This is an optimization exercise on Yosys and OpenROAD, whose aim is small area and a short achievable clock period, not a production implementation. Where RTL was checked, it was by simulation tests only, not by an equivalence proof against the original. No activity file was given, so power comes from the tool's default toggle rates.

## cic_iq_decim
module cic_iq_decim #(
  parameter int DIN_W    = 16,
  parameter int DOUT_W   = 16,
  parameter int STAGES   = 4,
  parameter int MAX_RATE = 16,
  parameter int GAIN_W   = 16,
  localparam int RATE_W  = $clog2(MAX_RATE + 1),
  localparam int ACC_W   = DIN_W + STAGES * $clog2(MAX_RATE),
  localparam int SHIFT_W = $clog2(ACC_W)
) (
  input  logic                     clk,
  input  logic                     rst,
  input  logic                     s_axis_data_tvalid,
  input  logic signed [DIN_W-1:0]  s_axis_data_tdata_real,
  input  logic signed [DIN_W-1:0]  s_axis_data_tdata_imag,
  input  logic                     cfg_load,
  input  logic [RATE_W-1:0]        cfg_rate,
  input  logic [SHIFT_W-1:0]       cfg_shift,
  input  logic [GAIN_W-1:0]        cfg_gain,
  output logic                     m_axis_data_tvalid,
  output logic signed [DOUT_W-1:0] m_axis_data_tdata_real,
  output logic signed [DOUT_W-1:0] m_axis_data_tdata_imag
);
Size: about 6200 cells after synthesis, about 49000 sq um of cells after synthesis.
export LEC_CHECK = 0
export ABC_AREA = 1
export CAP_MARGIN = 20
export CORE_MARGIN = 2
export CORE_UTILIZATION = 40
export SLEW_MARGIN = 20
create_clock -name core_clock -period 9.5 [get_ports {clk}]
standard.sh (not shown) runs the stock make flow with config.mk's settings and CLKGATE_MAP_FILE= SYNTH_SCRIPT=/design/flow/synth_recipe.tcl, a recipe that flattens the netlist after the stock synthesis.
==> flow/flow/run.sh <==
#!/bin/bash
# Standard ORFS layout, with repair_timing asked to reach a larger setup slack than the
# constraint needs (the SDC is unchanged). Each tool's output stays in orfs/logs/.
set -euo pipefail
cd "$(dirname "$0")/.."
export SETUP_SLACK_MARGIN=${MARGIN:-6.4}
bash standard.sh > standard.log 2>&1
Edit:
--- a/flow/config.mk
+++ b/flow/config.mk
@@ -11 +11 @@
-export CORE_UTILIZATION = 40
+export CORE_UTILIZATION = 60
Die area went down by 33%.
Wire length came out higher by about 1.6%.
Design area goes down by 1.3%.
Power rises by about 1.2%.
Clock skew went down by 0.026 ns.
Hold slack degrades by 0.0072 ns.

cic_iq_decim, a different RTL version from the one above (not shown whole).
For scale: about 6300 cells after synthesis, ~900 flip-flops, ~95 I/O pins, about 49000 um^2 of cells after synthesis.
// cic_iq_decim
module cic_iq_decim #(
  parameter int DIN_W    = 16,
  parameter int DOUT_W   = 16,
  parameter int STAGES   = 4,
  parameter int MAX_RATE = 16,
  parameter int GAIN_W   = 16,
  localparam int RATE_W  = $clog2(MAX_RATE + 1),
  localparam int ACC_W   = DIN_W + STAGES * $clog2(MAX_RATE),
  localparam int SHIFT_W = $clog2(ACC_W)
) (
  input  logic                     clk,
  input  logic                     rst,
  input  logic                     s_axis_data_tvalid,
  input  logic signed [DIN_W-1:0]  s_axis_data_tdata_real,
  input  logic signed [DIN_W-1:0]  s_axis_data_tdata_imag,
  input  logic                     cfg_load,
  input  logic [RATE_W-1:0]        cfg_rate,
  input  logic [SHIFT_W-1:0]       cfg_shift,
  input  logic [GAIN_W-1:0]        cfg_gain,
  output logic                     m_axis_data_tvalid,
  output logic signed [DOUT_W-1:0] m_axis_data_tdata_real,
  output logic signed [DOUT_W-1:0] m_axis_data_tdata_imag
);
clock: 9.5 ns
lec_check: 0
abc_area: 1
cap_margin: 20
core_margin: 2
core_utilization: 40
cts_cluster_diameter: 200
cts_cluster_size: 25
slew_margin: 20
==> flow/flow/run.sh <==
#!/bin/bash
# Standard ORFS layout, with repair_timing asked to reach a larger setup slack than the
# constraint needs (the SDC is unchanged), and plain buffers on the ports.
# Each tool's output stays in orfs/logs/; make's output goes to standard.log.
set -euo pipefail
cd "$(dirname "$0")/.."
export SETUP_SLACK_MARGIN=${MARGIN:-6.62}
export BUFFER_PORTS_ARGS="-buffer_cell sky130_fd_sc_hd__buf_1"
bash standard.sh > standard.log 2>&1
Next try:
--- a/flow/flow/run.sh
+++ b/flow/flow/run.sh
@@ -5,5 +5,5 @@
 set -euo pipefail
 cd "$(dirname "$0")/.."
-export SETUP_SLACK_MARGIN=${MARGIN:-6.62}
+export SETUP_SLACK_MARGIN=${MARGIN:-6.45}
 export BUFFER_PORTS_ARGS="-buffer_cell sky130_fd_sc_hd__buf_1"
 bash standard.sh > standard.log 2>&1
Effect:
- worst hold slack gets better by 4.8 ps
- setup slack stays flat
- global-route usage is about the same
- wire length fell slightly
- clock-buffer cell count stays the same
- total power decreases by a few percent
- cell area is lower slightly
- sequential power barely changes
Next try:
--- a/flow/flow/run.sh
+++ b/flow/flow/run.sh
@@ -5,5 +5,5 @@
 set -euo pipefail
 cd "$(dirname "$0")/.."
-export SETUP_SLACK_MARGIN=${MARGIN:-6.45}
+export SETUP_SLACK_MARGIN=${MARGIN:-6.3}
 export BUFFER_PORTS_ARGS="-buffer_cell sky130_fd_sc_hd__buf_1"
 bash standard.sh > standard.log 2>&1
After rerunning: The changed run finished with timing, DRC and antenna clean; die area stays the same; routed wire length barely changes; non-clock buffer count came out lower by 9; final area came out lower slightly; total power came out lower by a few percent; fmax came out lower by a few percent; combinational power came out lower by a few percent; global-route usage stays flat; worst setup slack is worse by 90 ps.

== v32 ==
Another version of the RTL of cic_iq_decim (not shown whole).
For scale: about 6300 cells after synthesis, ~900 flip-flops, about 95 I/O pins.
Settings: LEC_CHECK=0, ABC_AREA=1, CAP_MARGIN=20, CORE_MARGIN=2, CORE_UTILIZATION=40, CTS_CLUSTER_DIAMETER=200, CTS_CLUSTER_SIZE=28, SLEW_MARGIN=20; clock period 9.5 ns.
==> flow/flow/run.sh <==
#!/bin/bash
# Standard ORFS layout, with repair_timing asked to reach a larger setup slack than the
# constraint needs (the SDC is unchanged), and plain buffers on the ports.
# Each tool's output stays in orfs/logs/; make's output goes to standard.log.
set -euo pipefail
cd "$(dirname "$0")/.."
export SETUP_SLACK_MARGIN=${MARGIN:-6.5}
export BUFFER_PORTS_ARGS="-buffer_cell sky130_fd_sc_hd__buf_1"
bash standard.sh > standard.log 2>&1
Input-level comparison between v6 and v32:
# v32
export LEC_CHECK = 0
export ABC_AREA = 1
export CAP_MARGIN = 20
export CORE_MARGIN = 2
export CORE_UTILIZATION = 40
export CTS_CLUSTER_DIAMETER = 200
export CTS_CLUSTER_SIZE = 28
export SLEW_MARGIN = 20
create_clock -name core_clock -period 9.5 [get_ports {clk}]
# v6
export LEC_CHECK = 0
export ABC_AREA = 1
export CAP_MARGIN = 20
export CORE_MARGIN = 2
export CORE_UTILIZATION = 40
export CTS_CLUSTER_DIAMETER = 200
export CTS_CLUSTER_SIZE = 25
export SLEW_MARGIN = 20
create_clock -name core_clock -period 9.5 [get_ports {clk}]
Findings:
Compared to v32, v6 shows a wider setup margin.
v32 → v6: combinational group share of total power dropped 0.3 points, total area of sequential cells neither gained nor lost much, fraction of power consumed by the clock network higher.
Looking at final period demand of the worst path, v6 sits 0.024 ns lower than v32 does.

Setup of juniper:
cic_iq_decim, a different RTL version from the one above (not shown whole).
For scale: ~5,300 cells after synthesis, ~95 I/O pins, ~0.049 mm^2 of cells after synthesis.
Settings: LEC_CHECK=0, CAP_MARGIN=20, CORE_MARGIN=2, CORE_UTILIZATION=40, CTS_CLUSTER_DIAMETER=200, CTS_CLUSTER_SIZE=25, SLEW_MARGIN=20; clock period 9.5 ns.
==> flow/flow/run.sh <==
#!/bin/bash
# Standard ORFS layout, with repair_timing asked to reach a larger setup slack than the
# constraint needs (the SDC is unchanged). Each tool's output stays in orfs/logs/.
set -euo pipefail
cd "$(dirname "$0")/.."
export SETUP_SLACK_MARGIN=${MARGIN:-6.55}
bash standard.sh > standard.log 2>&1
Every stage of the flow completed for juniper, and the final layout passed the timing, DRC and antenna checks.
[inputs] garnet vs juniper
# juniper
export LEC_CHECK = 0
export CAP_MARGIN = 20
export CORE_MARGIN = 2
export CORE_UTILIZATION = 40
export CTS_CLUSTER_DIAMETER = 200
export CTS_CLUSTER_SIZE = 25
export SLEW_MARGIN = 20
create_clock -name core_clock -period 9.5 [get_ports {clk}]
# garnet
export LEC_CHECK = 0
export ABC_AREA = 1
export CAP_MARGIN = 20
export CORE_MARGIN = 2
export CORE_UTILIZATION = 40
export CTS_CLUSTER_DIAMETER = 200
export CTS_CLUSTER_SIZE = 25
export SLEW_MARGIN = 20
create_clock -name core_clock -period 9.5 [get_ports {clk}]
==> flow/flow/run.sh <==
#!/bin/bash
# Standard ORFS layout, with repair_timing asked to reach a larger setup slack than the
# constraint needs (the SDC is unchanged), and plain buffers on the ports.
# Each tool's output stays in orfs/logs/; make's output goes to standard.log.
set -euo pipefail
cd "$(dirname "$0")/.."
export SETUP_SLACK_MARGIN=${MARGIN:-6.55}
export BUFFER_PORTS_ARGS="-buffer_cell sky130_fd_sc_hd__buf_1"
bash standard.sh > standard.log 2>&1
==> results.txt <==
- juniper leaves less setup margin than garnet.
- Re overall track demand over capacity in global routing: juniper and garnet aren't equal, and the lower value belongs to juniper.
- For count of non-CTS buffers in the layout, dividing the value from garnet by the value from juniper gives 0.924.
- Count of cells resized by post-cts repair: lower on garnet
Input-level comparison between harbor and garnet:
==> flow/flow/run.sh <==
#!/bin/bash
# Standard ORFS layout, with repair_timing asked to reach a larger setup slack than the
# constraint needs (the SDC is unchanged). Each tool's output stays in orfs/logs/.
set -euo pipefail
cd "$(dirname "$0")/.."
export SETUP_SLACK_MARGIN=${MARGIN:-6.55}
bash standard.sh > standard.log 2>&1
==> comparison <==
Against garnet, harbor reports a core utilization that is higher.
In terms of global-route met1 utilization, harbor and garnet differ only marginally.
| final routed wirelength across all metal layers | higher: harbor |
Final design instance area without fill in harbor is about 0.9% above garnet.
harbor vs. garnet: number of setup violations in the final report flat; number of post-CTS setup repair buffers down 5.

Another version of the RTL of cic_iq_decim (not shown whole).
Size: roughly 5,700 cells after synthesis, roughly 1,000 flip-flops, roughly 95 I/O pins, ~52,000 um2 of cells after synthesis.
export LEC_CHECK = 0
export CAP_MARGIN = 20
export CORE_MARGIN = 2
export CORE_UTILIZATION = 40
export SLEW_MARGIN = 20
create_clock -name core_clock -period 9.5 [get_ports {clk}]
==> flow/flow/run.sh <==
#!/bin/bash
# Standard ORFS layout, with repair_timing asked to reach a larger setup slack than the
# constraint needs (the SDC is unchanged). Each tool's output stays in orfs/logs/.
set -euo pipefail
cd "$(dirname "$0")/.."
export SETUP_SLACK_MARGIN=${MARGIN:-6.4}
bash standard.sh > standard.log 2>&1
The first run went through all stages and came out clean.
Then changed:
ABC_AREA = 1   (was unset)
Effect: Die area hardly moves; core utilization decreases by 0.31 points; clock-buffer cell count increases by 1; non-clock buffer count shrinks by 34; power came out higher by a quarter to a third.
Function was not checked in any run of this note: the RTL went through the layout flow alone.

-- afterwards: timing with drivers on the ports --
Ports are ideal in the flow. The routed layouts listed here were re-timed in OpenROAD. Step 1 (the two cells are an assumption about what drives the block):
set clk [get_ports {clk}]
set_driving_cell -lib_cell sky130_fd_sc_hd__clkbuf_16 $clk
set_driving_cell -lib_cell sky130_fd_sc_hd__buf_2 [delete_from_list [all_inputs] $clk]
Step 2 moves the port delays by t, midway between the first and last clock arrival at a register: inputs arrive t later, outputs are due t later. That takes back most of the time a late clock gives input paths. Slacks: no drivers / after step 1 / after step 2; pairs: no drivers / after step 1.
| run | shift t [ns] | setup slack, ns | hold WS [ns] | clock arrival spread, ns |
|---|---|---|---|---|
| the first run of note 1 | 0.748 | 6.392 / 6.324 / 5.898 | 0.325 / 0.325 / 0.325 | 0.069 / 0.069 |
| the second run of note 1 | 0.728 | 6.357 / 6.290 / 5.766 | 0.318 / 0.318 / 0.318 | 0.034 / 0.034 |
| the first run of note 2 | 0.714 | 6.489 / 6.420 / 6.282 | 0.307 / 0.307 / 0.307 | 0.032 / 0.031 |
| the second run of note 2 | 0.714 | 6.488 / 6.418 / 6.263 | 0.312 / 0.312 / 0.312 | 0.029 / 0.029 |
| the third run of note 2 | 0.716 | 6.398 / 6.356 / 6.263 | 0.308 / 0.308 / 0.308 | 0.028 / 0.028 |
| v32 | 0.703 | 6.487 / 6.420 / 6.157 | 0.331 / 0.331 / 0.331 | 0.045 / 0.045 |
| v6 | 0.699 | 6.511 / 6.445 / 6.149 | 0.327 / 0.327 / 0.327 | 0.034 / 0.034 |
| juniper | 0.724 | 6.470 / 6.403 / 6.219 | 0.299 / 0.299 / 0.299 | 0.037 / 0.037 |
| garnet | 0.722 | 6.496 / 6.429 / 6.643 | 0.323 / 0.323 / 0.323 | 0.035 / 0.035 |
| harbor | 0.737 | 6.498 / 6.432 / 6.562 | 0.329 / 0.329 / 0.329 | 0.046 / 0.046 |
| the first run of note 5 | 0.780 | 6.351 / 6.332 / 6.038 | 0.324 / 0.324 / 0.324 | 0.053 / 0.053 |
| the second run of note 5 | 0.778 | 6.388 / 6.315 / 5.822 | 0.326 / 0.326 / 0.326 | 0.046 / 0.047 |
After both steps every run listed still meets setup and hold. The setup slack of the second run of note 1, which loses most, moves by -0.067 ns with the drivers and by -0.591 ns with both steps.
